Context: an optimization exercise on an open-source flow, tuned for small area. The choices shown serve that exercise and are no tape-out recipe.
Where RTL was checked, it was by simulation tests only, not by an equivalence proof against the original.
Function not checked in run 3: the RTL went through the layout flow alone.
No activity file was given, so power comes from the tool's default toggle rates.

==> flow/design.v <==
package ysyx_23060184_rf_pkg;
  typedef enum logic {RF_CLEAR, RF_RUN} rf_state_t;
  localparam logic [31:0] RF_ZERO_VAL = 32'h0;
  localparam int RF_A5_E = 15;
  localparam int RF_A7_I = 17;
endpackage
module ysyx_23060184_regfile_mp #(
  parameter int ADDR_WIDTH = 5,
  parameter int DATA_WIDTH = 32,
  parameter int NR_READ    = 2,
  parameter int ECALL_REG  = ysyx_23060184_rf_pkg::RF_A5_E
) (
  input  logic                          clk,
  input  logic                          rst,
  input  logic                          wen,
  input  logic [ADDR_WIDTH-1:0]         waddr,
  input  logic [DATA_WIDTH-1:0]         wdata,
  input  logic [NR_READ*ADDR_WIDTH-1:0] raddr,
  input  logic                          ecall,
  output logic [NR_READ*DATA_WIDTH-1:0] rdata,
  input  logic                          issue_en,
  input  logic [ADDR_WIDTH-1:0]         issue_rd,
  output logic [NR_READ-1:0]            rbusy,
  output logic                          ready
);
  localparam int NUM = 32;
  logic       r_run;
  logic [4:0] r_lfsr;
  always_ff @(posedge clk or posedge rst) begin
    if (rst) begin
      r_run  <= 1'b0;
      r_lfsr <= 5'd1;
    end else begin
      r_lfsr <= {r_lfsr[3:0], r_lfsr[4] ^ r_lfsr[2]};
      if (r_lfsr == 5'd16) r_run <= 1'b1;
    end
  end
  assign ready = r_run;
  logic [NUM-1:1]        w_we;
  logic [NUM-1:1]        w_iss;
  logic [DATA_WIDTH-1:0] w_wd_n;
  logic [DATA_WIDTH-1:0] r_mem_n [1:NUM-1];
  ysyx_23060184_rf_wdec u_wdec (.i_run(r_run), .i_en(wen), .i_addr(waddr), .o_sel(w_we));
  assign w_wd_n = ~(wdata & {DATA_WIDTH{r_run}});
  always_ff @(posedge clk) begin
    for (int j = 1; j < NUM; j++)
      if (w_we[j]) r_mem_n[j] <= w_wd_n;
  end
  logic [NUM-1:1] r_busy;
  ysyx_23060184_rf_dec u_idec (.i_en(r_run & issue_en), .i_addr(issue_rd), .o_sel(w_iss));
  always_ff @(posedge clk) begin
    r_busy <= w_iss | (r_busy & ~w_we);
  end
  logic [4:0] w_ra [2];
  assign w_ra[0] = raddr[4:0];
  assign w_ra[1] = ecall ? 5'(ECALL_REG) : raddr[9:5];
  for (genvar g = 0; g < 2; g++) begin : g_rd
    logic [NUM-1:1] w_sel;
    logic           w_any;
    ysyx_23060184_rf_dec u_dec (.i_en(r_run), .i_addr(w_ra[g]), .o_sel(w_sel));
    assign w_any = r_run & (|w_ra[g]);
    for (genvar b = 0; b < DATA_WIDTH; b++) begin : g_bit
      logic [NUM-1:1] w_col;
      for (genvar j = 1; j < NUM; j++) begin : g_col
        assign w_col[j] = r_mem_n[j][b];
      end
      ysyx_23060184_rf_aomux_n u_mux (.i_sel(w_sel), .i_any(w_any), .i_dn(w_col),
                                      .o_y(rdata[g*DATA_WIDTH + b]));
    end
    ysyx_23060184_rf_aomux u_bmux (.i_sel(w_sel), .i_d(r_busy), .o_y(rbusy[g]));
  end
endmodule
module ysyx_23060184_rf_dec (
  input  logic        i_en,
  input  logic [4:0]  i_addr,
  output logic [31:1] o_sel
);
  always_comb
    for (int j = 1; j < 32; j++) o_sel[j] = i_en && (i_addr == 5'(j));
endmodule
module ysyx_23060184_rf_wdec (
  input  logic        i_run,
  input  logic        i_en,
  input  logic [4:0]  i_addr,
  output logic [31:1] o_sel
);
  logic [3:0] w_lo;
  logic [7:0] w_hi;
  always_comb begin
    for (int k = 0; k < 4; k++) w_lo[k] = !i_run || (i_en && i_addr[1:0] == 2'(k));
    for (int k = 0; k < 8; k++) w_hi[k] = !i_run || (i_addr[4:2] == 3'(k));
    for (int j = 1; j < 32; j++) o_sel[j] = w_lo[j % 4] && w_hi[j / 4];
  end
endmodule
module ysyx_23060184_rf_aomux (
  input  logic [31:1] i_sel,
  input  logic [31:1] i_d,
  output logic        o_y
);
  logic [10:0] w_n;
  for (genvar k = 0; k < 10; k++) begin : g_grp
    ysyx_23060184_rf_aoi222 u_aoi (.i_s(i_sel[3*k+1 +: 3]), .i_d(i_d[3*k+1 +: 3]), .o_n(w_n[k]));
  end
  assign w_n[10] = ~(i_sel[31] & i_d[31]);
  ysyx_23060184_rf_nand11 u_nand (.i_n(w_n), .o_y(o_y));
endmodule
module ysyx_23060184_rf_aomux_n (
  input  logic [31:1] i_sel,
  input  logic        i_any,
  input  logic [31:1] i_dn,
  output logic        o_y
);
  logic [11:0] w_p;
  for (genvar k = 0; k < 10; k++) begin : g_grp
    ysyx_23060184_rf_aoi222 u_aoi (.i_s(i_sel[3*k+1 +: 3]), .i_d(i_dn[3*k+1 +: 3]), .o_n(w_p[k]));
  end
  assign w_p[10] = ~(i_sel[31] & i_dn[31]);
  assign w_p[11] = i_any;
  ysyx_23060184_rf_and12 u_and (.i_p(w_p), .o_y(o_y));
endmodule
module ysyx_23060184_rf_aoi222 (
  input  logic [2:0] i_s,
  input  logic [2:0] i_d,
  output logic       o_n
);
  assign o_n = ~|(i_s & i_d);
endmodule
module ysyx_23060184_rf_nand11 (
  input  logic [10:0] i_n,
  output logic        o_y
);
  assign o_y = ~&i_n;
endmodule
module ysyx_23060184_rf_and12 (
  input  logic [11:0] i_p,
  output logic        o_y
);
  assign o_y = &i_p;
endmodule
==> flow/flow/run.sh <==
#!/bin/bash
# Standard ORFS layout with buf_1 port buffers and a clock tree of clkbuf_4 leaves, no dummy loads.
set -euo pipefail
export BUFFER_PORTS_ARGS="-buffer_cell sky130_fd_sc_hd__buf_1"
export CTS_ARGS="-sink_clustering_enable -repair_clock_nets -dont_use_dummy_load -root_buf sky130_fd_sc_hd__clkbuf_16 -buf_list sky130_fd_sc_hd__clkbuf_4 -sink_clustering_size 8 -sink_clustering_max_diameter 30"
bash standard.sh > orfs_make.log 2>&1
==> flow/standard.sh <==
#!/bin/bash
# synth_recipe.tcl (not shown) runs the flow's synth.tcl, then flattens the netlist and writes it again
# the make line also repeats each setting of config.mk as NAME=value (left out here)
make -C /OpenROAD-flow-scripts/flow DESIGN_CONFIG=/design/flow/config.mk WORK_HOME=/design/flow/orfs CLKGATE_MAP_FILE= SYNTH_SCRIPT=/design/flow/synth_recipe.tcl "${@:-finish}"
==> flow/config.mk <==
export PLATFORM = sky130hd
export DESIGN_NAME = ysyx_23060184_regfile_mp
export DESIGN_NICKNAME = ysyx_23060184_regfile_mp
export VERILOG_FILES = /design/flow/design.v
export SDC_FILE = /design/flow/constraint.sdc
export NUM_CORES = 4
export LEC_CHECK = 0
export CAP_MARGIN = 20
export CORE_MARGIN = 2
export CORE_UTILIZATION = 40
export SLEW_MARGIN = 20
export SYNTH_HIERARCHICAL = 1
export SYNTH_MINIMUM_KEEP_SIZE = 0
==> flow/constraint.sdc <==
create_clock -name core_clock -period 6.0 [get_ports {clk}]
set_input_delay 1.2000 -clock core_clock [delete_from_list [all_inputs] [get_ports {clk}]]
set_output_delay 1.2000 -clock core_clock [all_outputs]
set_load 0.01 [all_outputs]
==> results.txt, run 1 <==
- Post-synthesis cell type count: 32
- H-tree depth: 4
- Vias in the first global route: ~30000
- Worst min-delay path category: in2async
- Core area: ~0.1 mm^2
- CTS resizes: 0
- Clock Latency Late Sink: 790 ps
- Status: timing/DRC/antenna clean
- Via count: a little over 30000
- Clk slew on worst S/H paths: ~60 ps
- Gpl congestion: between 0.9 and 1
- Synth Area in Simple Gates: 7.50%
- CP required: 4800 ps
- Post-synthesis mux area share: 0%
- Worst-path fanout max: 33
- Initial Utilization: 40.2%
- CTS tree: done
- Synthesis Warnings: 13
- VDD IR max: roughly 0.21 mV
- Hold_buf cts: 0
- Period utilisation layout: about nine tenths
- Residual DRC: 0
- # setup viols final: 0
- RSZ-0062 raised after global routing: no
- Critical path type: in2out
- Port Buffers: between 100 and 150
- Max cap viols: 0
- Die footprint: around 0.10 mm^2
- Max Freq: about 180 MHz
- DP Wirelength: ~93 mm
- Leak pwr: ~0.014 uW
- Most used DFF post-synth: edfxtp_1
- Global route overflow: 0
- Vias/cell: roughly 7.5
- Mapped Area: ~0.041 mm^2
- Gr usage total: between 20% and 30%
- Clock skew: just over 70 ps
- Asr flop ratio synth: 0.583%
- Largest family of logic cells by synthesized area: compound AO/OA/AOI/OAI gates
- Initial antenna violation count: 4
- Tmin final: 5460 ps
- Critical path endpoint category: output port
- Final hold vios: 0
- Global-route wire length before repair: 215 mm
- Sequential area share after synthesis: 74.8%
- Startpoint types: input port
- Yosys top cell by area: edfxtp_1
- Worst slew margin: 17.3%
- CTS Buf Count: approximately 180
- Root Buffer: clkbuf_16
- Die X: roughly 320 um
- First-pass DRT Iterations: 14
- Detail Route Antenna Nets: 0
- Number of flops mapped to enable cells by yosys: around 990
- Clock sinks: ~1000
- Final core utilization: between 40 and 50%
- Setup_tns: 0 ps
- CP Data Arrival Time: 4260 ps
- Routed wire length: 155 mm
- Syn avg cell area: 17.6 um^2
- Largest net degree at the start of global routing: 34
- Boundary pin count: 124
- Synthesized flop and latch total: 1029
- Site row count: 117
- Synth area leaders: edfxtp_1 (73%), a222oi_1 (16%), nand4_1 (3.0%), nor3_2 (1.6%), dfxtp_1 (1.5%)
- PwrDens: approximately 250 mW/mm^2
- Die height: 324 um
- Nets@finish: 2802
- Detailed router's first-iteration violation count: around 7900
- Slew @ Worst Pin: 1240 ps
- Gate Count Post-Synth: 2315
- Post-synthesis adder-cell area fraction: 0%
- Wire per inst: roughly 38 um
- Post-synth top area share: between 70% and 80%
- Clock buffer depth: 3
- Layout cells sized above 1: 18.8%
- Post-synthesis compound-gate area fraction: between 10% and 20%
- Slew Limit Fails: 0
- Post-synthesis xor/xnor area fraction: less than 1%
- Area Overhead vs Synth: 13.7%
- Post-CTS Setup Repair Bufs: 0
[critical path: stages]
cell and delay (ps):
buf_1 110, or2_2 350, nand2b_1 390, buf_4 280
nor2_4 50, buf_4 330, a222oi_1 460, nand4_1 480
nor3_2 370, buf_1 190
[cells in the mapped netlist, types with 3 or more instances]
cell	count
dfxtp_1	31
nand3_1	4
nand3b_1	5
a21o_1	32
or4b_4	3
edfxtp_1	992
nor2_1	93
nand4_1	199
or2_2	7
nand4bb_1	9
a21oi_1	3
nand4b_1	9
nor3_2	64
or3b_4	4
clkbuf_1	15
nand2_1	101
o21ai_1	16
dfrtp_1	5
inv_1	32
o21ai_0	12
nand2b_1	6
a222oi_1	660
[registers in the layout, indices dropped and copies added, names as in the netlist]
signal   count
r_busy      31
r_lfsr       5
r_mem_n    992
r_run        1
[report_power, final]
| part | leakage, uW | switching [uW] | internal [uW] |
|---|---|---|---|
| logic | 0.00457 | 58.1 | 20.7 |
| registers | 0.00823 | 0 | 7740 |
| clock network | 0.000841 | 2310 | 1400 |
| total | 0.0136 | 2370 | 9160 |
[cell families (layout without fill, tap and decap cells)]
| family | Yosys count | after routing |
|---|---|---|
| DFF | 1029 | 1029 |
| and+or+nand+nor | 511 | 511 |
| other | 0 | 7 |
| xor gates and xnor gates | 1 | 1 |
| AOI/OAI and AO/OA | 726 | 726 |
| buffers and inverters | 48 | 476 |
[cells in the final DEF (no fill, tap or decap), drive strengths merged, types with 28 or more instances in the layout]
cell type    n
edfxtp     992
a222oi     660
buf        263
nand4      199
clkbuf     181
nand2      101
nor2        93
nor3        64
inv         32
a21o        32
dfxtp       31
o21ai       28
[final timing paths]
path,start,to,slack (ps),cells after the start
min reg2reg,r_lfsr[3]$_DFF_PP0_,r_lfsr[4]$_DFF_PP0_,380,0
max reg2reg,r_run$_DFFE_PP0N_,r_busy[1]$_DFF_P_,3060,6
max in group asynchronous,rst,r_lfsr[0]$_DFF_PP1_,5400,2
min in group core_clock,r_lfsr[3]$_DFF_PP0_,r_lfsr[4]$_DFF_PP0_,380,0
min,rst,r_lfsr[4]$_DFF_PP0_,350,2
max,ecall,rdata[60],540,10
[per-layer routing]
layer,vias up,GRT usage (%),wire [um]
li1,12100,-,-
met1,15400,35.2,51500
met2,2953,45.2,70700
met3,614,9.79,23800
met4,2,16.2,8850
met5,-,0,7
[per-module statistics from Yosys (local to each module, per instance)]
| module | area [um^2] | copies in the design | flops+latches | cells |
|---|---|---|---|---|
| ysyx_23060184_rf_and12 | 28.8 | 64 | 0 | 4 |
| ysyx_23060184_rf_aomux | 3.75 | 2 | 0 | 1 |
| ysyx_23060184_regfile_mp | 31100 | 1 | 1029 | 1141 |
| ysyx_23060184_rf_aoi222 | 10.0 | 660 | 0 | 1 |
| ysyx_23060184_rf_dec | 230 | 3 | 0 | 46 |
| ysyx_23060184_rf_nand11 | 23.8 | 2 | 0 | 4 |
| ysyx_23060184_rf_aomux_n | 3.75 | 64 | 0 | 1 |
| ysyx_23060184_rf_wdec | 269 | 1 | 0 | 46 |
[metrics by stage]
step	setup WS (ps)	instances	instance area, um^2	hold slack, ps	power [uW]
6_report	542	4118	46400	352	11500
5_1_grt	459	4113	46400	352	11900
4_1_cts	649	4102	46200	327	11600
3_5_place_dp	625	3921	44800	372	7980
3_3_place_gp	693	3920	44800	364	7980
2_1_floorplan	1150	2315	40800	354	7930
[layout make-up]
cell class / instances / area (um^2)
Tap cell: 1368 / 1710
Antenna cell: 7 / 17.5
Sequential cell: 1029 / 30600
Multi-Input combinational cell: 1238 / 11000
Inverter: 32 / 120
Timing Repair Buffer: 263 / 1690
Fill cell: 8751 / 55100
Clock buffer: 181 / 1380
==> run 2, diff against run 1 <==
==> flow/flow/run.sh (replaced) <==
#!/bin/bash
# Standard ORFS layout with buf_1 port buffers and a clock tree of clkbuf_8 leaves, no dummy loads.
set -euo pipefail
export BUFFER_PORTS_ARGS="-buffer_cell sky130_fd_sc_hd__buf_1"
export CTS_ARGS="-sink_clustering_enable -repair_clock_nets -dont_use_dummy_load -root_buf sky130_fd_sc_hd__clkbuf_16 -buf_list sky130_fd_sc_hd__clkbuf_8 -sink_clustering_size 14 -sink_clustering_max_diameter 50"
bash standard.sh > orfs_make.log 2>&1
==> results.txt, run 2 <==
- CTS tree: done
- RSZ-0062 raised after global routing: no
- Asr flop ratio synth: 0.583% (unchanged)
- Clk pwr share: 32.8% (+0.7 points)
- Post-CTS Setup Repair Bufs: 0 (unchanged)
- Count leader, synth: edfxtp_1
- Largest stage delay, worst path: 470 ps (about the same)
- Regs by FF count: r_mem_n (992), r_busy (31), r_lfsr (5)
- Placed insts: 3921 (unchanged)
- Critical Path Slowest Stage Cell: nand4_1
- PwrDens: 251 mW/mm^2 (+0.97%)
- Clock skew: 49.1 ps (-23.1 ps)
- Number of flops mapped to enable cells by yosys: 992 (unchanged)
- Post-synthesis cell type count: 32 (unchanged)
- Worst-path cell chain: buf_1 -> or2_2 -> nand2b_1 -> buf_4 -> nor2_4 -> buf_4 -> a222oi_1 -> nand4_1 -> nor3_2 -> buf_1
- Layout cells sized above 1: 16.2% (-2.7 points)
- Largest register FFs: 992 (unchanged)
- Wire per inst: 38.3 um (+1.8%)
- Startpoint types: input port
- Die X: 324 um (unchanged)
- Critical path endpoint category: output port
- Syn avg cell area: 17.6 um^2 (unchanged)
- Sw Ratio: 19.9% (-0.68 points)
- Root Buffer: clkbuf_16
- Clk slew on worst S/H paths: 80 ps (+20 ps)
- Synthesis Warnings: 13 (unchanged)
- Most common cell after layout, fill and taps aside: edfxtp_1
- Gate Count Post-Synth: 2315 (unchanged)
- Die height: 324 um (unchanged)
- Core area: 0.102 mm^2 (unchanged)
- Post-synth top area share: 72.9% (unchanged)
- Detailed router's first-iteration violation count: 7982 (+0.90%)
- Gpl congestion: 0.929 (unchanged)
- Nets@finish: 2716 (-3.1%)
- CP top delay family: simple AND/OR/NAND/NOR gates
- Slew @ Worst Pin: 1270 ps (+32.8 ps)
- Synth area leaders: edfxtp_1 (73%), a222oi_1 (16%), nand4_1 (3.0%), nor3_2 (1.6%), dfxtp_1 (1.5%)
- Grt peak-use layer: met2
- Cell area after layout: 0.0464 mm^2 (about the same)
- CP Buf/Inv Count: 4 (unchanged)
- Residual DRC: 0 (unchanged)
- VDD IR max: 0.154 mV (-27%)
- CTS resizes: 0 (unchanged)
- Initial antenna violation count: 2 (-2)
- Commonest cells after routing, fill and taps aside: edfxtp_1 (992), a222oi_1 (660), nand4_1 (199)
- DP Wirelength: 93.0 mm (unchanged)
- Clock Latency Late Sink: 620 ps (-170 ps)
- Global-route wire length before repair: 213 mm (-0.93%)
- Largest Register: r_mem_n
- M1 GR Usage: 35.6% (+0.36 points)
- Hold_buf cts: 0 (unchanged)
- Max cap viols: 0 (unchanged)
- Grt met2 use: 45.5% (+0.32 points)
- Tmin final: 5420 ps (-39.6 ps)
- Seq pwr share: 66.5% (-0.7 points)
- Gr usage total: 28.6% (-0.36 points)
- H-tree depth: 3 (-1)
- First-pass DRT Iterations: 12 (-2)
- Vias/cell: 7.58 (+0.51%)
- CP required: 4800 ps (about the same)
- Hold_ws: 405 ps (+53.6 ps)
- Global route overflow: 0 (unchanged)
- Clock buffer depth: 3 (unchanged)
- Final Non-Filler Cells: 4027 (-2.2%)
- Worst min-delay path category: reg2reg
- Slew Limit Fails: 0 (unchanged)
- Pint: 9330 uW (+1.8%)
- Setup_tns: 0 ps (unchanged)
- Mapped Area: 0.0408 mm^2 (unchanged)
- Sequential area share after synthesis: 74.8% (unchanged)
- Period utilisation layout: 90.3% (-0.66 points)
- Routed wire length: 154 mm (-0.45%)
- Post-DP Area: 0.0448 mm^2 (unchanged)
- # setup viols final: 0 (unchanged)
- Final hold vios: 0 (unchanged)
- Port Buffers: 123 (unchanged)
- Yosys top cell by area: edfxtp_1
- Final core utilization: 45.7% (about the same)
- Top post-synthesis cells by count: edfxtp_1 (992), a222oi_1 (660), nand4_1 (199), nand2_1 (101), nor2_1 (93)
- Initial Utilization: 40.2% (unchanged)
- Worst slew margin: 15.1% (-2.2 points)
- Die footprint: 0.105 mm^2 (unchanged)
- Critical path type: in2out
- Detail Route Antenna Nets: 0 (unchanged)
- Area Overhead vs Synth: 13.7% (about the same)
- CP Data Arrival Time: 4220 ps (-40 ps)
- Most used DFF post-synth: edfxtp_1
- Via count: 30500 (-1.7%)
- Status: timing/DRC/antenna clean
- Met3 Use GR: 8.20% (-1.6 points)
- Synthesized flop and latch total: 1029 (unchanged)
- Vias in the first global route: 29400 (-3.0%)
- Comb pwr share: 0.7% (about the same)
- Net switching power: 2310 uW (-2.4%)
- Largest net degree at the start of global routing: 34 (unchanged)
- Boundary pin count: 124 (unchanged)
- Site row count: 117 (unchanged)
- Worst-path fanout max: 33 (unchanged)
- CTS Buf Count: 96 (-47%)
- Max Freq: 185 MHz (+0.73%)
- Leak pwr: 0.0135 uW (-0.89%)
- Clock sinks: 1029 (unchanged)
## run 2: final timing paths
path | cells past startpoint | to | slack, ps | start
setup / recovery | 10 | rdata[60] | 580 | ecall
hold / removal | 0 | r_lfsr[3]$_DFF_PP0_ | 410 | r_lfsr[2]$_DFF_PP0_
setup reg to reg | 6 | r_busy[1]$_DFF_P_ | 3030 | r_run$_DFFE_PP0N_
hold reg to reg | 0 | r_lfsr[3]$_DFF_PP0_ | 410 | r_lfsr[2]$_DFF_PP0_
max in group asynchronous | 2 | r_lfsr[0]$_DFF_PP1_ | 5310 | rst
min in group asynchronous | 2 | r_lfsr[3]$_DFF_PP0_ | 450 | rst
## run 2: through the flow
stage	total power, uW	worst slack (ps)
floorplan	7930	1150
global placement	7980	693
detailed placement	7980	625
CTS	11700	649
global route	11900	508
finish	11600	581
## run 2: power groups by stage
stage	clock network [uW]	logic, uW	registers (uW)
2_1_floorplan	0	22.2	7900
4_1_cts	3830	77.0	7740
3_3_place_gp	0	74.3	7900
6_report	3820	79.0	7740
5_1_grt	4110	83.1	7740
3_5_place_dp	0	76.7	7900
## run 2: final cells by class
class | count | area (um^2)
Fill cell | 8691 | 55100
Sequential cell | 1029 | 30600
Tap cell | 1368 | 1710
Clock buffer | 96 | 1420
Multi-Input combinational cell | 1238 | 11000
Antenna cell | 2 | 5.00
Inverter | 32 | 120
Timing Repair Buffer | 262 | 1660
## run 2: kinds of logic (layout without fill, tap and decap cells)
group                     count (synthesis)  count (layout)  synth area share (%)
AOI/OAI and AO/OA                       726             726                  17.2
xor gates and xnor gates                  1               1                0.0214
buffers and inverters                    48             390                 0.459
DFF                                    1029            1029                  74.8
other                                     0               2                     0
and+or+nand+nor                         511             511                  7.50
## run 2: per-module statistics from Yosys (local to each module, per instance)
module | cell area [um^2] | times used | flip-flops and latches | cells inside
ysyx_23060184_regfile_mp | 31100 | 1 | 1029 | 1141
ysyx_23060184_rf_and12 | 28.8 | 64 | 0 | 4
ysyx_23060184_rf_aoi222 | 10.0 | 660 | 0 | 1
ysyx_23060184_rf_aomux | 3.75 | 2 | 0 | 1
ysyx_23060184_rf_aomux_n | 3.75 | 64 | 0 | 1
ysyx_23060184_rf_dec | 230 | 3 | 0 | 46
ysyx_23060184_rf_nand11 | 23.8 | 2 | 0 | 4
ysyx_23060184_rf_wdec | 269 | 1 | 0 | 46
## run 2: routing by layer
metal / share of wire (%) / wire length, um
met5: 0.0052 / 8
met1: 34 / 52000
met4: 5.1 / 7910
met2: 46 / 71200
met3: 15 / 23100
==> run 3, diff against run 2 <==
--- a/flow/design.v
+++ b/flow/design.v
@@ -39,16 +39,18 @@
   logic [NUM-1:1]        w_we;
   logic [NUM-1:1]        w_iss;
-  logic [DATA_WIDTH-1:0] w_wd_n;
-  logic [DATA_WIDTH-1:0] r_mem_n [1:NUM-1];
+  logic [DATA_WIDTH-1:0] w_wd;
+  logic [DATA_WIDTH-1:0] r_mem [1:NUM-1];
   ysyx_23060184_rf_wdec u_wdec (.i_run(r_run), .i_en(wen), .i_addr(waddr), .o_sel(w_we));
-  assign w_wd_n = ~(wdata & {DATA_WIDTH{r_run}});
+  assign w_wd = wdata & {DATA_WIDTH{r_run}};
   always_ff @(posedge clk) begin
     for (int j = 1; j < NUM; j++)
-      if (w_we[j]) r_mem_n[j] <= w_wd_n;
+      if (w_we[j]) r_mem[j] <= w_wd;
   end
-  logic [NUM-1:1] r_busy;
+  logic [NUM-1:1] r_idle;
+  logic [NUM-1:1] w_iss_n;
+  assign w_iss_n = ~w_iss;
   ysyx_23060184_rf_dec u_idec (.i_en(r_run & issue_en), .i_addr(issue_rd), .o_sel(w_iss));
   always_ff @(posedge clk) begin
-    r_busy <= w_iss | (r_busy & ~w_we);
+    r_idle <= (r_idle | w_we) & w_iss_n;
   end
   logic [4:0] w_ra [2];
@@ -63,10 +65,9 @@
       logic [NUM-1:1] w_col;
       for (genvar j = 1; j < NUM; j++) begin : g_col
-        assign w_col[j] = r_mem_n[j][b];
+        assign w_col[j] = r_mem[j][b];
       end
-      ysyx_23060184_rf_aomux_n u_mux (.i_sel(w_sel), .i_any(w_any), .i_dn(w_col),
-                                      .o_y(rdata[g*DATA_WIDTH + b]));
+      ysyx_23060184_rf_aomux u_mux (.i_sel(w_sel), .i_d(w_col), .o_y(rdata[g*DATA_WIDTH + b]));
     end
-    ysyx_23060184_rf_aomux u_bmux (.i_sel(w_sel), .i_d(r_busy), .o_y(rbusy[g]));
+    ysyx_23060184_rf_aomux_n u_bmux (.i_sel(w_sel), .i_any(w_any), .i_dn(r_idle), .o_y(rbusy[g]));
   end
 endmodule
@@ -105,4 +106,10 @@
   ysyx_23060184_rf_nand11 u_nand (.i_n(w_n), .o_y(o_y));
 endmodule
+module ysyx_23060184_rf_nand11 (
+  input  logic [10:0] i_n,
+  output logic        o_y
+);
+  assign o_y = ~&i_n;
+endmodule
 module ysyx_23060184_rf_aomux_n (
   input  logic [31:1] i_sel,
@@ -126,14 +133,24 @@
   assign o_n = ~|(i_s & i_d);
 endmodule
-module ysyx_23060184_rf_nand11 (
-  input  logic [10:0] i_n,
-  output logic        o_y
-);
-  assign o_y = ~&i_n;
-endmodule
 module ysyx_23060184_rf_and12 (
   input  logic [11:0] i_p,
   output logic        o_y
 );
-  assign o_y = &i_p;
+  logic [2:0] w_n;
+  for (genvar k = 0; k < 3; k++) begin : g_n
+    ysyx_23060184_rf_nand4 u_n (.i_a(i_p[4*k +: 4]), .o_n(w_n[k]));
+  end
+  ysyx_23060184_rf_nor3 u_o (.i_a(w_n), .o_y(o_y));
 endmodule
+module ysyx_23060184_rf_nand4 (
+  input  logic [3:0] i_a,
+  output logic       o_n
+);
+  assign o_n = ~&i_a;
+endmodule
+module ysyx_23060184_rf_nor3 (
+  input  logic [2:0] i_a,
+  output logic       o_y
+);
+  assign o_y = ~|i_a;
+endmodule
--- a/flow/config.mk
+++ b/flow/config.mk
@@ -8,5 +8,5 @@
 export CAP_MARGIN = 20
 export CORE_MARGIN = 2
-export CORE_UTILIZATION = 40
+export CORE_UTILIZATION = 75
 export SLEW_MARGIN = 20
 export SYNTH_HIERARCHICAL = 1
==> results.txt, run 3 <==
- Sequential area share after synthesis: 75.5% (+0.66 points)
- Initial antenna violation count: 4 (+2)
- PwrDens: 256 mW/mm^2 (+2.1%)
- Clk pwr share: 32.0% (-0.8 points)
- Gr usage total: 48.9% (+20 points)
- Final setup margin: 257 ps (-324 ps)
- Detail Route Antenna Nets: 0 (unchanged)
- CTS resizes: 0 (unchanged)
- Commonest cells after routing, fill and taps aside: edfxtp_1 (992), a222oi_1 (660), nand4_1 (137)
- Initial Utilization: 75.5% (+35 points)
- Clock skew: 50.5 ps (+1.40 ps)
- Synth area leaders: edfxtp_1 (74%), a222oi_1 (16%), nand4_1 (2.1%), dfxtp_1 (1.5%), nor2_1 (1.4%)
- Asr flop ratio synth: 0.583% (unchanged)
- Met3 wire len: 27.6 mm (+20%)
- HP Start: r_lfsr[3]$_DFF_PP0_
- Pint: 9240 uW (-0.93%)
- Clock Latency Late Sink: 620 ps (about the same)
- Post-synthesis cell type count: 31 (-3.1%)
- Worst-path fanout max: 33 (unchanged)
- CTS Buf Count: 90 (-6.3%)
- Slew @ Worst Pin: 1340 ps (+72.8 ps)
- Critical R2R Launch: r_run$_DFFE_PP0N_
- Worst min-delay path category: reg2reg
- Mapped Area: 0.0405 mm^2 (-0.88%)
- Most common cell after layout, fill and taps aside: edfxtp_1
- Routed wire length: 139 mm (-9.6%)
- Root Buffer: clkbuf_16
- Leak pwr: 0.0164 uW (+21%)
- Status: timing/DRC/antenna clean
- Largest register FFs: 992 (unchanged)
- RSZ-0062 raised after global routing: no
- Largest Register: r_mem
- Worst Hold Path EP: r_lfsr[4]$_DFF_PP0_
- Via count: 31200 (+2.2%)
- Number of flops mapped to enable cells by yosys: 992 (unchanged)
- Final Non-Filler Cells: 3310 (-18%)
- Synthesis Warnings: 13 (unchanged)
- WL met2: 60.2 mm (-15%)
- VDD IR max: 0.353 mV (+130%)
- Synthesized flop and latch total: 1029 (unchanged)
- Tmin final: 5740 ps (+324 ps)
- Setup_tns: 0 ps (unchanged)
- Reg2Reg Depth: 2 (-4)
- H-tree depth: 3 (unchanged)
- Max cap viols: 0 (unchanged)
- Critical path endpoint category: output port
- Worst hold stages: 0 (unchanged)
- Vias/cell: 9.42 (+24%)
- Reg2Reg Capture Point: r_mem[28][9]$_DFFE_PP_
- Total power: 11500 uW (-1.3%)
- Critical path type: in2out
- CP Data Arrival Time: 4540 ps (+320 ps)
- Clk slew on worst S/H paths: 80 ps (about the same)
- CP required: 4800 ps (about the same)
- Worst slack, placed: 564 ps (-60.4 ps)
- Nets@finish: 2671 (-1.7%)
- Post-synth top area share: 73.6% (+0.64 points)
- Wire per inst: 42.1 um (+9.9%)
- Boundary pin count: 124 (unchanged)
- Slew Limit Fails: 0 (unchanged)
- Port Buffers: 123 (unchanged)
- Regs by FF count: r_mem (992), r_idle (31), r_lfsr (5)
- Comb pwr share: 0.7% (about the same)
- Die height: 236 um (-27%)
- Sw Ratio: 19.6% (-0.29 points)
- Most used DFF post-synth: edfxtp_1
- Worst slew margin: 10.4% (-4.7 points)
- Site row count: 85 (-27%)
- Hold_buf cts: 0 (unchanged)
- Gpl congestion: 0.991 (+6.6%)
- Placed insts: 3205 (-18%)
- Max Freq: 174 MHz (-5.6%)
- Count leader, synth: edfxtp_1
- Core area: 0.0536 mm^2 (-47%)
- First-pass DRT Iterations: 17 (+5)
- Crit. Startpoint: ecall
- # setup viols final: 0 (unchanged)
- FF-to-FF setup slack: 2740 ps (-290 ps)
- Startpoint types: input port
- Global-route wire length before repair: 196 mm (-8.2%)
- DP Wirelength: 77.7 mm (-16%)
- Clock sinks: 1029 (unchanged)
- Largest net degree at the start of global routing: 49 (+44%)
- Post-CTS Setup Repair Bufs: 0 (unchanged)
- Top post-synthesis cells by count: edfxtp_1 (992), a222oi_1 (660), nor2_1 (155), nand4_1 (137), nand2_1 (69)
- Yosys top cell by area: edfxtp_1
- Residual DRC: 0 (unchanged)
- Die footprint: 0.0559 mm^2 (-47%)
- Global route overflow: 0 (unchanged)
- Seq pwr share: 67.4% (+0.9 points)
- Met1 WL: 38.2 mm (-27%)
- Layout cells sized above 1: 12.1% (-4.1 points)
- Syn avg cell area: 17.5 um^2 (-0.83%)
- Net switching power: 2250 uW (-2.7%)
- Area Overhead vs Synth: 10.9%
- Final hold vios: 0 (unchanged)
- CTS tree: done
- Vias in the first global route: 29900 (+1.7%)
- DR top layer: met4
- Gate Count Post-Synth: 2314 (-0.043%)
- Clock buffer depth: 3 (unchanged)
- Detailed router's first-iteration violation count: 9683 (+21%)
- Period utilisation layout: 95.7% (+5.4 points)
- Die X: 236 um (-27%)
[run 3: stage by stage]
step | cell area, um^2 | util (%) | hold WS [ps]
finish | 44900 | 83.8 | 392
global route | 44900 | 83.8 | 420
CTS | 44600 | 83.1 | 397
detailed placement | 43200 | 80.6 | 370
global placement | 43200 | 80.6 | 365
floorplan | 40500 | - | 354
[run 3: per-module statistics from Yosys (local to each module, per instance), excerpt]
module,flops+latches,area (um^2),cells,times used
ysyx_23060184_regfile_mp,1029,31100,1140,1
ysyx_23060184_rf_nor3,0,10.0,1,2
ysyx_23060184_rf_nand4,0,6.26,1,6
ysyx_23060184_rf_wdec,0,269,46,1
ysyx_23060184_rf_aoi222,0,10.0,1,660
ysyx_23060184_rf_dec,0,230,46,3
[run 3: logic make-up (layout without fill, tap and decap cells)]
logic type | Yosys count | in the layout | share of synthesized area [%]
AO/OA/AOI/OAI | 695 | 695 | 16.8
XOR/XNOR | 1 | 1 | 0.0216
buffers and inverters | 16 | 314 | 0.148
flip-flops | 1029 | 1029 | 75.5
other | 0 | 2 | 0
AND/OR/NAND/NOR | 573 | 573 | 7.58
[run 3: area by class of cell]
type                    instances  area, um^2
multi-input cells            1269       10700
fillers                      2561        8700
diodes                          2        5.00
clock buffers                  90        1340
repair buffers                223        1440
inverters                       1        3.75
flip-flops and latches       1029       30600
well taps                     696         871
[run 3: worst max-delay path: stages]
cell and delay, ps:
buf_1 110, nor2b_1 450, nand4_1 550, nor2_4 1190
a222oi_1 260, nand4_1 310, or3_1 260, buf_1 170
[run 3: power by group through the flow]
stage / combinational [uW] / clock (uW) / sequential, uW
floorplan: 22.2 / 0 / 7900
global placement: 74.5 / 0 / 7900
detailed placement: 76.0 / 0 / 7900
CTS: 76.4 / 3620 / 7740
global route: 81.3 / 3850 / 7740
finish: 78.5 / 3670 / 7740
[run 3: worst max-delay path by stage]
stage | end | slack (ps) | depth (start not counted)
after CTS | rdata[62] | 520 | 8
after detailed placement | rdata[62] | 560 | 8
after floorplan | rdata[32] | 1150 | 6
final | rdata[59] | 260 | 8
after global placement | rdata[58] | 610 | 9
after global routing | rdata[59] | 290 | 8
[run 3: routing by layer]
metal,vias up,global-route usage (%)
met4,0,35.3
met2,4226,72.2
met1,14300,62.5
met5,-,0
li1,11700,-
met3,894,15.0
==> run 4, diff against run 3 <==
--- a/flow/design.v
+++ b/flow/design.v
@@ -77,6 +77,11 @@
   output logic [31:1] o_sel
 );
-  always_comb
-    for (int j = 1; j < 32; j++) o_sel[j] = i_en && (i_addr == 5'(j));
+  logic [3:0] w_lo_n;
+  logic [7:0] w_hi_n;
+  ysyx_23060184_rf_predec u_pre (.i_lo_on(i_en), .i_lo_force(1'b0), .i_hi_force(1'b0),
+                                 .i_addr(i_addr), .o_lo_n(w_lo_n), .o_hi_n(w_hi_n));
+  for (genvar j = 1; j < 32; j++) begin : g_sel
+    ysyx_23060184_rf_nor2 u_nor (.i_a(w_lo_n[j % 4]), .i_b(w_hi_n[j / 4]), .o_y(o_sel[j]));
+  end
 endmodule
 module ysyx_23060184_rf_wdec (
@@ -86,11 +91,33 @@
   output logic [31:1] o_sel
 );
-  logic [3:0] w_lo;
-  logic [7:0] w_hi;
+  logic [3:0] w_lo_n;
+  logic [7:0] w_hi_n;
+  ysyx_23060184_rf_predec u_pre (.i_lo_on(i_en), .i_lo_force(~i_run), .i_hi_force(~i_run),
+                                 .i_addr(i_addr), .o_lo_n(w_lo_n), .o_hi_n(w_hi_n));
+  for (genvar j = 1; j < 32; j++) begin : g_sel
+    ysyx_23060184_rf_nor2 u_nor (.i_a(w_lo_n[j % 4]), .i_b(w_hi_n[j / 4]), .o_y(o_sel[j]));
+  end
+endmodule
+module ysyx_23060184_rf_predec (
+  input  logic       i_lo_on,
+  input  logic       i_lo_force,
+  input  logic       i_hi_force,
+  input  logic [4:0] i_addr,
+  output logic [3:0] o_lo_n,
+  output logic [7:0] o_hi_n
+);
   always_comb begin
-    for (int k = 0; k < 4; k++) w_lo[k] = !i_run || (i_en && i_addr[1:0] == 2'(k));
-    for (int k = 0; k < 8; k++) w_hi[k] = !i_run || (i_addr[4:2] == 3'(k));
-    for (int j = 1; j < 32; j++) o_sel[j] = w_lo[j % 4] && w_hi[j / 4];
+    for (int k = 0; k < 4; k++)
+      o_lo_n[k] = !(i_lo_force || (i_lo_on && i_addr[1:0] == 2'(k)));
+    for (int k = 0; k < 8; k++)
+      o_hi_n[k] = !(i_hi_force || (i_addr[4:2] == 3'(k)));
   end
+endmodule
+module ysyx_23060184_rf_nor2 (
+  input  logic i_a,
+  input  logic i_b,
+  output logic o_y
+);
+  assign o_y = ~(i_a | i_b);
 endmodule
 module ysyx_23060184_rf_aomux (
==> results.txt, run 4 <==
- Clk slew on worst S/H paths: 80 ps (about the same)
- Max Freq: 170 MHz (-2.3%)
- Vias in the first global route: 32100 (+7.4%)
- Nets@finish: 2744 (+2.7%)
- Slew @ Worst Pin: 1280 ps (-57.8 ps)
- CTS tree: done
- Synth area leaders: edfxtp_1 (74%), a222oi_1 (16%), nand4_1 (2.1%), nor2_1 (1.7%), dfxtp_1 (1.5%)
- Final Non-Filler Cells: 3389 (+2.4%)
- CP Data Arrival Time: 4680 ps (+140 ps)
- Detail Route Antenna Nets: 0 (unchanged)
- Yosys top cell by area: edfxtp_1
- Die X: 236 um (-0.10%)
- Tmin final: 5880 ps (+135 ps)
- Number of flops mapped to enable cells by yosys: 992 (unchanged)
- Layout cells sized above 1: 13.5% (+1.4 points)
- Mapped Area: 0.0404 mm^2 (-0.21%)
- Most common cell after layout, fill and taps aside: edfxtp_1
- Most used DFF post-synth: edfxtp_1
- Filler Cell Count: 2466 (-3.7%)
- Worst slew margin: 14.4% (+4.1 points)
- Largest net degree at the start of global routing: 34 (-31%)
- Max cap viols: 0 (unchanged)
- Period utilisation layout: 98.0% (+2.3 points)
- Die footprint: 0.0558 mm^2 (-0.20%)
- Syn avg cell area: 17.3 um^2 (-0.89%)
- Port Buffers: 123 (unchanged)
- CP required: 4800 ps (about the same)
- Area Overhead vs Synth: 11.7%
- Global-route wire length before repair: 215 mm (+10%)
- Core area: 0.0535 mm^2 (-0.20%)
- Status: timing/DRC/antenna clean
- Gr usage total: 55.2% (+6.3 points)
- CTS Buf Count: 89 (-1.1%)
- Root Buffer: clkbuf_16
- RSZ-0062 raised after global routing: no
- Gate Count Post-Synth: 2330 (+0.69%)
- Critical path type: in2out
- VDD IR max: 0.268 mV (-24%)
- Startpoint types: input port
- Critical path endpoint category: output port
- Top post-synthesis cells by count: edfxtp_1 (992), a222oi_1 (660), nor2_1 (186), nand4_1 (134), nand2_1 (66)
- Gpl congestion: 0.977 (-1.4%)
- CP top delay family: simple AND/OR/NAND/NOR gates
- CP dominant cell by count: buf_1
- First-pass DRT Iterations: 22 (+5)
- Site row count: 85 (unchanged)
- Clock sinks: 1029 (unchanged)
- Post-CTS Setup Repair Bufs: 0 (unchanged)
- Worst-path fanout max: 18 (-45%)
- Worst min-delay path category: reg2reg
- Sequential area share after synthesis: 75.6% (+0.16 points)
- Post-synthesis cell type count: 25 (-19%)
- Worst-path cell chain: buf_1 -> nor2b_1 -> inv_1 -> a31oi_1 -> buf_4 -> nor2_4 -> a222oi_1 -> nand4_1 -> or3_1 -> buf_1
- Initial antenna violation count: 12 (+8)
- Setup_tns: 0 ps (unchanged)
- Clock Latency Late Sink: 660 ps (+40 ps)
- Vias/cell: 9.68 (+2.8%)
- Hold_buf cts: 0 (unchanged)
- Via count: 32800 (+5.2%)
- Placed insts: 3284 (+2.5%)
- Clock buffer depth: 3 (unchanged)
- Clock skew: 52.7 ps (+2.21 ps)
- Global route overflow: 0 (unchanged)
- Wire per inst: 45.8 um (+8.8%)
- CP Buf/Inv Count: 4 (+2)
- Routed wire length: 155 mm (+11%)
- Final hold vios: 0 (unchanged)
- H-tree depth: 3 (unchanged)
- Leak pwr: 0.0173 uW (+5.6%)
- PwrDens: 271 mW/mm^2 (+5.7%)
- Detailed router's first-iteration violation count: 11800 (+22%)
- Post-synth top area share: 73.7% (+0.15 points)
- Boundary pin count: 124 (unchanged)
- # setup viols final: 0 (unchanged)
- Residual DRC: 0 (unchanged)
- Slew Limit Fails: 0 (unchanged)
- CTS resizes: 0 (unchanged)
- DP Wirelength: 86.5 mm (+11%)
- Initial Utilization: 75.5% (about the same)
- Synthesis Warnings: 12 (-1)
- Critical Path Slowest Stage Cell: nand4_1
- Largest register FFs: 992 (unchanged)
- Commonest cells after routing, fill and taps aside: edfxtp_1 (992), a222oi_1 (660), nand4_1 (134)
- Total power: 12200 uW (+6.3%)
- Asr flop ratio synth: 0.583% (unchanged)
- Regs by FF count: r_mem (992), r_idle (31), r_lfsr (5)
- Die height: 236 um (-0.10%)
- Count leader, synth: edfxtp_1
- Synthesized flop and latch total: 1029 (unchanged)
- Largest stage delay, worst path: 700 ps (-490 ps)
- Largest Register: r_mem
[run 4: changes by cell type in the layout (fill, tap and decap cells not counted), moves of 14 or more]
cell     change
a31oi_2     +14
conb_1      +15
nor2_4      +24
a31oi_1     +34
o21ai_4     -28
buf_4       +34
[run 4: final timing paths]
path | from | endpoint | slack [ps] | depth (start not counted)
worst max-delay path | raddr[9] | rdata[48] | 120 | 10
worst min register to register | r_lfsr[1]$_DFF_PP0_ | r_lfsr[2]$_DFF_PP0_ | 360 | 0
worst min-delay path | r_lfsr[1]$_DFF_PP0_ | r_lfsr[2]$_DFF_PP0_ | 360 | 0
worst max register to register | r_run$_DFFE_PP0N_ | r_mem[6][20]$_DFFE_PP_ | 2270 | 5
max in group asynchronous | rst | r_lfsr[0]$_DFF_PP1_ | 5340 | 2
min in group asynchronous | rst | r_lfsr[2]$_DFF_PP0_ | 410 | 2
[run 4: layout make-up]
| cell class | instances | area, um^2 | area share (%) |
|---|---|---|---|
| flip-flops and latches | 1029 | 30600 | 67.7 |
| well taps | 696 | 871 | 1.93 |
| clock buffers | 89 | 1330 | 2.94 |
| multi-input cells | 1284 | 10500 | 23.3 |
| diodes | 8 | 20.0 | 0.0444 |
| repair buffers | 261 | 1760 | 3.89 |
| inverters | 22 | 82.6 | 0.183 |
[run 4: power by group]
| group | switching (uW) | internal, uW |
|---|---|---|
| Combinational | 614 | 126 |
| Clock | 2240 | 1470 |
| Sequential | 11.1 | 7750 |
[run 4: cell families (layout without fill, tap and decap cells)]
logic type                Yosys count  in the layout  share of synthesized area, %
and+or+nand+nor                   557            557                          6.89
other                               3             23                        0.0279
xor gates and xnor gates            1              1                        0.0217
AOI/OAI and AO/OA                 711            711                          17.1
DFF                              1029           1029                          75.6
buffers and inverters              29            372                         0.282
[run 4: per-stage QoR]
step	hold slack [ps]	utilization [%]	area (um^2)	setup WS, ps
after floorplan	354	-	40500	1400
after global placement	366	81.4	43500	589
after detailed placement	387	81.5	43600	474
after CTS	374	84.0	44900	431
after global routing	384	84.4	45100	23.8
final	358	84.4	45100	122
[run 4: metal layers]
metal  track usage [%]  wire length (um)  vias up
met2              78.4             63600     4693
met1              65.4             40400    14900
met5             0.952                26        -
li1                  -                 -    11900
met3              26.7             33100     1356
met4              41.4             18000        4
[run 4: per-module statistics from Yosys, one instance, submodules excluded, a selection]
module                    area [um^2]  cells  times used
ysyx_23060184_regfile_mp        31100   1140           1
ysyx_23060184_rf_predec          98.8     18           4
ysyx_23060184_rf_nand11          23.8      4          64
ysyx_23060184_rf_aoi222          10.0      1         660
ysyx_23060184_rf_nor3            10.0      1           2
ysyx_23060184_rf_nand4           6.26      1           6
ysyx_23060184_rf_aomux           3.75      1          64
ysyx_23060184_rf_aomux_n         3.75      1           2
ysyx_23060184_rf_dec             3.75      1           3
ysyx_23060184_rf_nor2            3.75      1         124
ysyx_23060184_rf_wdec            3.75      1           1
==> run 5, diff against run 4 <==
==> flow/flow/run.sh (replaced) <==
#!/bin/bash
# Standard ORFS layout with buf_1 port buffers, a clock tree of clkbuf_8 leaves without
# dummy loads, and downsizing of gates off the critical paths after global routing.
set -euo pipefail
export BUFFER_PORTS_ARGS="-buffer_cell sky130_fd_sc_hd__buf_1"
export CTS_ARGS="-sink_clustering_enable -repair_clock_nets -dont_use_dummy_load -root_buf sky130_fd_sc_hd__clkbuf_16 -buf_list sky130_fd_sc_hd__clkbuf_8 -sink_clustering_size 16 -sink_clustering_max_diameter 60"
export RECOVER_POWER=100
bash standard.sh > orfs_make.log 2>&1
--- a/flow/config.mk
+++ b/flow/config.mk
@@ -8,5 +8,5 @@
 export CAP_MARGIN = 20
 export CORE_MARGIN = 2
-export CORE_UTILIZATION = 75
+export CORE_UTILIZATION = 60
 export SLEW_MARGIN = 20
 export SYNTH_HIERARCHICAL = 1
==> results.txt, run 5 <==
- Reg2Reg Capture Point: r_mem[23][19]$_DFFE_PP_
- Sw Ratio: 23.1% (-0.37 points)
- Nets@finish: 2730 (-0.51%)
- Number of flops mapped to enable cells by yosys: 992 (unchanged)
- Critical Path Slowest Stage Cell: nor2_1
- Post-CTS Setup Repair Bufs: 0 (unchanged)
- VDD IR max: 0.216 mV (-19%)
- Die X: 264 um (+12%)
- Period utilisation layout: 98.0% (about the same)
- Layout check faults: max-capacitance violations, max-slew violations
- RSZ-0062 raised after global routing: no
- Reg2Reg Depth: 5 (unchanged)
- Leak pwr: 0.0170 uW (-1.5%)
- Max cap viols: 55 (+55)
- Critical path endpoint category: output port
- Hold_ws: 397 ps (+39.2 ps)
- Commonest cells after routing, fill and taps aside: edfxtp_1 (992), a222oi_1 (660), nand4_1 (134)
- Largest stage delay, worst path: 1320 ps (+620 ps)
- Residual DRC: 0 (unchanged)
- Layout cells sized above 1: 11.1% (-2.4 points)
- Gpl congestion: 0.996 (+2.0%)
- Worst slew margin: -136% (-150 points)
- Post-DP Area: 0.0439 mm^2 (+0.73%)
- Root Buffer: clkbuf_16
- Net switching power: 2750 uW (-4.0%)
- Cell area after layout: 0.0449 mm^2 (-0.59%)
- Gate Count Post-Synth: 2330 (unchanged)
- Status: failed layout checks
- Clk slew on worst S/H paths: 90 ps (about the same)
- First-pass DRT Iterations: 15 (-32%)
- Startpoint types: input port
- Placed insts: 3465 (+5.5%)
- Count leader, synth: edfxtp_1
- Slew @ Worst Pin: 3520 ps (+2240 ps)
- H-tree depth: 3 (unchanged)
- CTS tree: done
- Largest register FFs: 992 (unchanged)
- Slew Limit Fails: 1587 (+1587)
- Clock sinks: 1029 (unchanged)
- FF-to-FF setup slack: 380 ps (-1890 ps)
- Global-route wire length before repair: 209 mm (-2.9%)
- CP dominant cell by count: buf_1
- Routed wire length: 152 mm (-2.1%)
- Synth area leaders: edfxtp_1 (74%), a222oi_1 (16%), nand4_1 (2.1%), nor2_1 (1.7%), dfxtp_1 (1.5%)
- Critical R2R Launch: r_run$_DFFE_PP0N_
- Clock buffer depth: 3 (unchanged)
- Synthesized flop and latch total: 1029 (unchanged)
- Detailed router's first-iteration violation count: 8173 (-31%)
- Via count: 30900 (-5.9%)
- Most used DFF post-synth: edfxtp_1
- Worst-path fanout max: 18 (unchanged)
- DP Wirelength: 88.0 mm (+1.7%)
- Yosys top cell by area: edfxtp_1
- Final hold vios: 0 (unchanged)
- Asr flop ratio synth: 0.583% (unchanged)
- Syn avg cell area: 17.3 um^2 (unchanged)
- # setup viols final: 0 (unchanged)
- Site row count: 95 (+12%)
- PwrDens: 265 mW/mm^2 (-1.9%)
- Die footprint: 0.0694 mm^2 (+25%)
- Synthesis Warnings: 12 (unchanged)
- Max Freq: 170 MHz (about the same)
- Final Non-Filler Cells: 3549 (+4.7%)
- Worst-path cell chain: buf_1 -> a31oi_1 -> nor2_1 -> clkbuf_2 -> a222oi_1 -> nand4_1 -> or3_1 -> buf_1
- Initial antenna violation count: 6 (-6)
- Initial Utilization: 60.4% (-15 points)
- CTS Buf Count: 76 (-15%)
- Largest net degree at the start of global routing: 35 (+2.9%)
- Critical path type: in2out
- Sequential area share after synthesis: 75.6% (unchanged)
- Top post-synthesis cells by count: edfxtp_1 (992), a222oi_1 (660), nor2_1 (186), nand4_1 (134), nand2_1 (66)
- Detail Route Antenna Nets: 0 (unchanged)
- Clk pwr share: 28.8% (-1.6 points)
- Regs by FF count: r_mem (992), r_idle (31), r_lfsr (5)
- Largest Register: r_mem
- Vias in the first global route: 29500 (-8.3%)
- Global route overflow: 0 (unchanged)
- Pint: 9150 uW (-2.1%)
- Hold_buf cts: 0 (unchanged)
- Clock Latency Late Sink: 600 ps (-60 ps)
- Seq pwr share: 65.2% (+1.6 points)
- CP required: 4800 ps (about the same)
- Gr usage total: 42.9% (-12 points)
- Port Buffers: 123 (unchanged)
- Post-synthesis cell type count: 25 (unchanged)
- CP Data Arrival Time: 4680 ps (about the same)
- Worst Hold Path EP: r_lfsr[4]$_DFF_PP0_
- Total power: 11900 uW (-2.5%)
- Die height: 264 um (+12%)
- Tmin final: 5880 ps (+2.41 ps)
- Boundary pin count: 124 (unchanged)
- Area Overhead vs Synth: 11.0%
- Post-synth top area share: 73.7% (unchanged)
- Core area: 0.0669 mm^2 (+25%)
- CTS resizes: 0 (unchanged)
- Setup_tns: 0 ps (unchanged)
- HP Start: r_lfsr[3]$_DFF_PP0_
- Comb pwr share: 6.0% (about the same)
- Worst hold stages: 0 (unchanged)
- Vias/cell: 8.69 (-10%)
- Mapped Area: 0.0404 mm^2 (unchanged)
- Clock skew: 37.5 ps (-15.2 ps)
- Worst min-delay path category: reg2reg
- Most common cell after layout, fill and taps aside: edfxtp_1
- Wire per inst: 42.8 um (-6.6%)
## run 5: critical path, delay by kind of cell
family	cells	cell delay [ps]
compound gates	2	520
simple gates	3	1870
buf+inv	3	1070
## run 5: metal layers
layer  track usage (%)  vias to the layer above  wire, um
met5              1.39                        -       122
met4              29.2                        4     12300
met3              11.9                      665     24100
met2              65.9                     3276     68200
met1              53.4                    15100     47200
li1                  -                    11800         -
## run 5: logic make-up after synthesis
family          after synthesis  share of synthesized area, %
compound gates              711                          17.1
buf+inv                      29                         0.282
simple gates                557                          6.89
other cells                   3                        0.0279
xor+xnor                      1                        0.0217
flops                      1029                          75.6
## run 5: final cells by class
class / count / area (um^2)
inverters: 22 / 82.6
clock buffers: 76 / 1150
flip-flops and latches: 1029 / 30600
multi-input cells: 1284 / 10400
diodes: 5 / 12.5
well taps: 873 / 1090
fillers: 4639 / 22100
repair buffers: 260 / 1530
## run 5: Yosys stat by module, one instance, submodules excluded, a selection
module / cell area (um^2) / copies in the design / flip-flops and latches / cells
ysyx_23060184_rf_predec: 98.8 / 4 / 0 / 18
ysyx_23060184_regfile_mp: 31100 / 1 / 1029 / 1140
ysyx_23060184_rf_wdec: 3.75 / 1 / 0 / 1
ysyx_23060184_rf_dec: 3.75 / 3 / 0 / 1
ysyx_23060184_rf_nor2: 3.75 / 124 / 0 / 1
ysyx_23060184_rf_nor3: 10.0 / 2 / 0 / 1
ysyx_23060184_rf_aomux_n: 3.75 / 2 / 0 / 1
## run 5: power by group through the flow
stage                     Combinational [uW]  Sequential, uW  Clock (uW)
after floorplan                          222            7920           0
after detailed placement                 660            7930           0
final                                    712            7760        3430
after global placement                   651            7930           0
after CTS                                661            7760        3430
after global routing                     690            7760        3670
## run 5: worst max-delay path by stage
stage                  start         to  depth (start not counted)
finish              raddr[2]  rdata[10]                          8
global route        raddr[3]  rdata[24]                          8
CTS                 raddr[1]  rdata[27]                         10
detailed placement  raddr[1]  rdata[27]                         10
global placement    raddr[1]  rdata[27]                         10
floorplan           raddr[6]  rdata[32]                          7
## run 5: per-stage QoR
step	setup slack, ps	util [%]
6_report	119	67.0
3_5_place_dp	554	65.6
4_1_cts	551	67.3
2_1_floorplan	1400	-
3_3_place_gp	575	65.6
5_1_grt	177	67.0
==> run 6, diff against run 5 <==
==> flow/flow/run.sh (replaced) <==
#!/bin/bash
# Standard ORFS layout with buf_1 port buffers, a clock tree of clkbuf_8 leaves without
# dummy loads.
set -euo pipefail
export BUFFER_PORTS_ARGS="-buffer_cell sky130_fd_sc_hd__buf_1"
export CTS_ARGS="-sink_clustering_enable -repair_clock_nets -dont_use_dummy_load -root_buf sky130_fd_sc_hd__clkbuf_16 -buf_list sky130_fd_sc_hd__clkbuf_8 -sink_clustering_size 16 -sink_clustering_max_diameter 60"
bash standard.sh > orfs_make.log 2>&1
==> results.txt, run 6 <==
- CTS tree: done
- Count leader, synth: edfxtp_1
- Pint: 9150 uW (about the same)
- Mapped Area: 0.0404 mm^2 (unchanged)
- Clk slew on worst S/H paths: 90 ps (about the same)
- Detail Route Antenna Nets: 0 (unchanged)
- Root Buffer: clkbuf_16
- Via count: 30700 (-0.63%)
- Critical path type: in2out
- Clock sinks: 1029 (unchanged)
- Die height: 264 um (unchanged)
- First-pass DRT Iterations: 13 (-2)
- Period utilisation layout: 92.3% (-5.7 points)
- Nets@finish: 2730 (unchanged)
- Tmin final: 5540 ps (-345 ps)
- Status: timing/DRC/antenna clean
- Top post-synthesis cells by count: edfxtp_1 (992), a222oi_1 (660), nor2_1 (186), nand4_1 (134), nand2_1 (66)
- Number of flops mapped to enable cells by yosys: 992 (unchanged)
- Final hold vios: 0 (unchanged)
- Gate Count Post-Synth: 2330 (unchanged)
- Most used DFF post-synth: edfxtp_1
- Commonest cells after routing, fill and taps aside: edfxtp_1 (992), a222oi_1 (660), nand4_1 (134)
- Routed wire length: 152 mm (-0.14%)
- Max cap viols: 0 (-100%)
- Net switching power: 2770 uW (+0.61%)
- Slew @ Worst Pin: 1230 ps (-2300 ps)
- Startpoint types: input port
- Hold_buf cts: 0 (unchanged)
- Worst-path cell chain: buf_1 -> nor2b_1 -> inv_1 -> a31oi_1 -> nor2_4 -> buf_4 -> a222oi_1 -> nand4_1 -> or3_1 -> buf_1
- CP Buf/Inv Count: 4 (+1)
- Global-route wire length before repair: 209 mm (unchanged)
- CP required: 4800 ps (about the same)
- Initial Utilization: 60.4% (unchanged)
- Gpl congestion: 0.996 (unchanged)
- Critical Path Slowest Stage Cell: a31oi_1
- Largest Register: r_mem
- Initial antenna violation count: 6 (unchanged)
- Max Freq: 181 MHz (+6.2%)
- DP Wirelength: 88.0 mm (unchanged)
- PwrDens: 264 mW/mm^2 (-0.47%)
- Layout cells sized above 1: 13.3% (+2.1 points)
- H-tree depth: 3 (unchanged)
- CP top delay family: simple AND/OR/NAND/NOR gates
- Comb pwr share: 6.0% (about the same)
- Critical path endpoint category: output port
- Global route overflow: 0 (unchanged)
- Synth area leaders: edfxtp_1 (74%), a222oi_1 (16%), nand4_1 (2.1%), nor2_1 (1.7%), dfxtp_1 (1.5%)
- Worst-path fanout max: 26 (+8)
- Synthesized flop and latch total: 1029 (unchanged)
- Sequential area share after synthesis: 75.6% (unchanged)
- Boundary pin count: 124 (unchanged)
- Synthesis Warnings: 12 (unchanged)
- Syn avg cell area: 17.3 um^2 (unchanged)
- Final core utilization: 67.5% (+0.42 points)
- Asr flop ratio synth: 0.583% (unchanged)
- Largest net degree at the start of global routing: 35 (unchanged)
- Area Overhead vs Synth: 11.7%
- Yosys top cell by area: edfxtp_1
- Detailed router's first-iteration violation count: 8180 (+0.086%)
- M1 GR Usage: 53.4% (unchanged)
- Vias in the first global route: 29500 (unchanged)
- Largest register FFs: 992 (unchanged)
- Residual DRC: 0 (unchanged)
- CTS Buf Count: 76 (unchanged)
- Vias/cell: 8.64 (-0.65%)
- Grt met2 use: 65.9% (unchanged)
- Post-synth top area share: 73.7% (unchanged)
- CP Data Arrival Time: 4340 ps (-340 ps)
- Most common cell after layout, fill and taps aside: edfxtp_1
- Die X: 264 um (unchanged)
- RSZ-0062 raised after global routing: no
- Die footprint: 0.0694 mm^2 (unchanged)
- Worst slew margin: 18.0% (+150 points)
- Port Buffers: 123 (unchanged)
- VDD IR max: 0.216 mV (about the same)
- Site row count: 95 (unchanged)
- Clock Latency Late Sink: 600 ps (about the same)
- Clk pwr share: 28.9% (about the same)
- Met3 Use GR: 11.9% (unchanged)
- Sw Ratio: 23.2% (+0.11 points)
- Total power: 11900 uW (+0.15%)
- # setup viols final: 0 (unchanged)
- Post-CTS Setup Repair Bufs: 0 (unchanged)
- CP dominant cell by count: buf_1
- Slew Limit Fails: 0 (-100%)
- Setup_tns: 0 ps (unchanged)
- Wire per inst: 42.7 um (-0.17%)
- Leak pwr: 0.0172 uW (+0.94%)
- Largest stage delay, worst path: 540 ps (-780 ps)
- Gr usage total: 42.9% (unchanged)
- Clock skew: 37.4 ps (-0.106 ps)
- Regs by FF count: r_mem (992), r_idle (31), r_lfsr (5)
- CTS resizes: 0 (unchanged)
- Post-synthesis cell type count: 25 (unchanged)
- Worst min-delay path category: reg2reg
- Hold_ws: 400 ps (+2.61 ps)
- Clock buffer depth: 3 (unchanged)
- Seq pwr share: 65.1% (about the same)
- Grt peak-use layer: met2
- Core area: 0.0669 mm^2 (unchanged)
run 6: cell counts after synthesis:
Identical to the previous run, type by type.
run 6: logic make-up after synthesis:
| group | Yosys count | synth area share [%] |
|---|---|---|
| and+or+nand+nor | 557 | 6.89 |
| AOI/OAI and AO/OA | 711 | 17.1 |
| DFF | 1029 | 75.6 |
| xor gates and xnor gates | 1 | 0.0217 |
| other | 3 | 0.0279 |
| buffers and inverters | 29 | 0.282 |
run 6: routing by layer:
metal / up-vias / wire length (um)
met1: 14900 / 47200
met2: 3225 / 68000
met4: 4 / 12300
met5: - / 113
met3: 695 / 24000
li1: 11800 / -
run 6: final timing paths:
kind,startpoint,endpoint,slack [ps],cells after the start
max,raddr[9],rdata[56],460,10
min,r_lfsr[3]$_DFF_PP0_,r_lfsr[4]$_DFF_PP0_,400,0
max reg2reg,r_run$_DFFE_PP0N_,r_idle[7]$_DFF_P_,2540,7
min reg2reg,r_lfsr[3]$_DFF_PP0_,r_lfsr[4]$_DFF_PP0_,400,0
max in group asynchronous,rst,r_lfsr[0]$_DFF_PP1_,5300,2
min in group asynchronous,rst,r_lfsr[1]$_DFF_PP0_,450,2
run 6: worst register-to-register path, stage by stage, from the launching register on:
cell and delay [ps]:
dfrtp_2 580, buf_4 480, inv_1 350, a31oi_2 940, nor2_4 420, buf_4 370
nor2_1 170, nor2_1 60
run 6: per-stage QoR:
step | setup slack [ps] | instance area (um^2) | instances
after floorplan | 1400 | 40500 | 2342
after global placement | 575 | 43900 | 3464
after detailed placement | 554 | 43900 | 3465
after CTS | 551 | 45000 | 3541
after global routing | 326 | 45100 | 3547
final | 464 | 45200 | 3550
run 6: layout make-up:
cell class              count  area, um^2
diodes                      6        15.0
clock buffers              76        1150
fillers                  4576       21800
inverters                  22        82.6
multi-input cells        1284       10600
flip-flops and latches   1029       30600
well taps                 873        1090
repair buffers            260        1670
run 6: power by group through the flow:
| stage | Sequential, uW | Combinational (uW) | Clock [uW] |
|---|---|---|---|
| 2_1_floorplan | 7920 | 222 | 0 |
| 3_3_place_gp | 7930 | 651 | 0 |
| 3_5_place_dp | 7930 | 660 | 0 |
| 4_1_cts | 7760 | 661 | 3430 |
| 5_1_grt | 7760 | 694 | 3670 |
| 6_report | 7760 | 716 | 3440 |
run 6: modules after synthesis, one instance, submodules excluded, excerpt:
module | cell area [um^2] | times used | flip-flops and latches | cells inside
ysyx_23060184_rf_dec | 3.75 | 3 | 0 | 1
ysyx_23060184_rf_aomux_n | 3.75 | 2 | 0 | 1
ysyx_23060184_rf_predec | 98.8 | 4 | 0 | 18
ysyx_23060184_regfile_mp | 31100 | 1 | 1029 | 1140
ysyx_23060184_rf_nand4 | 6.26 | 6 | 0 | 1
ysyx_23060184_rf_aoi222 | 10.0 | 660 | 0 | 1
ysyx_23060184_rf_aomux | 3.75 | 64 | 0 | 1
ysyx_23060184_rf_nand11 | 23.8 | 64 | 0 | 4
ysyx_23060184_rf_nor3 | 10.0 | 2 | 0 | 1
ysyx_23060184_rf_wdec | 3.75 | 1 | 0 | 1
ysyx_23060184_rf_nor2 | 3.75 | 124 | 0 | 1

-- separate check: timing with driven ports --
The flow's constraints put no driver on any port. The routed layouts listed below were extracted and timed again, unchanged, in two steps. Step 1 sets driving cells, clkbuf_16 on the clock port and buf_2 on the other inputs (assumed; they add their load-dependent delay and slew). Step 2, shift: input delay + t, output delay - t, t = (earliest + latest rising clock arrival at the registers) / 2. This alone moves slack from input paths to output paths. Three values: ideal ports, drivers, drivers and shift; two values: the first two.
run | t (ns) | setup slack, ns | hold slack, ns | worst setup path at the end
run 1 | 0.807 | 0.542 / 0.518 / 0.518 | 0.352 / 0.310 / 0.384 | input to output
run 2 | 0.678 | 0.581 / 0.558 / 0.558 | 0.405 / 0.405 / 0.405 | input to output
run 3 | 0.671 | 0.257 / 0.202 / 0.234 | 0.392 / 0.392 / 0.392 | input to output
run 4 | 0.718 | 0.122 / 0.100 / 0.100 | 0.358 / 0.358 / 0.358 | input to output
run 5 | 0.659 | 0.119 / 0.053 / 0.053 | 0.397 / 0.397 / 0.397 | input to output
run 6 | 0.662 | 0.464 / 0.439 / 0.439 | 0.400 / 0.400 / 0.400 | input to output
The setup slack of run 5, which loses most, moves by -0.066 ns with the drivers and by -0.066 ns with both steps.
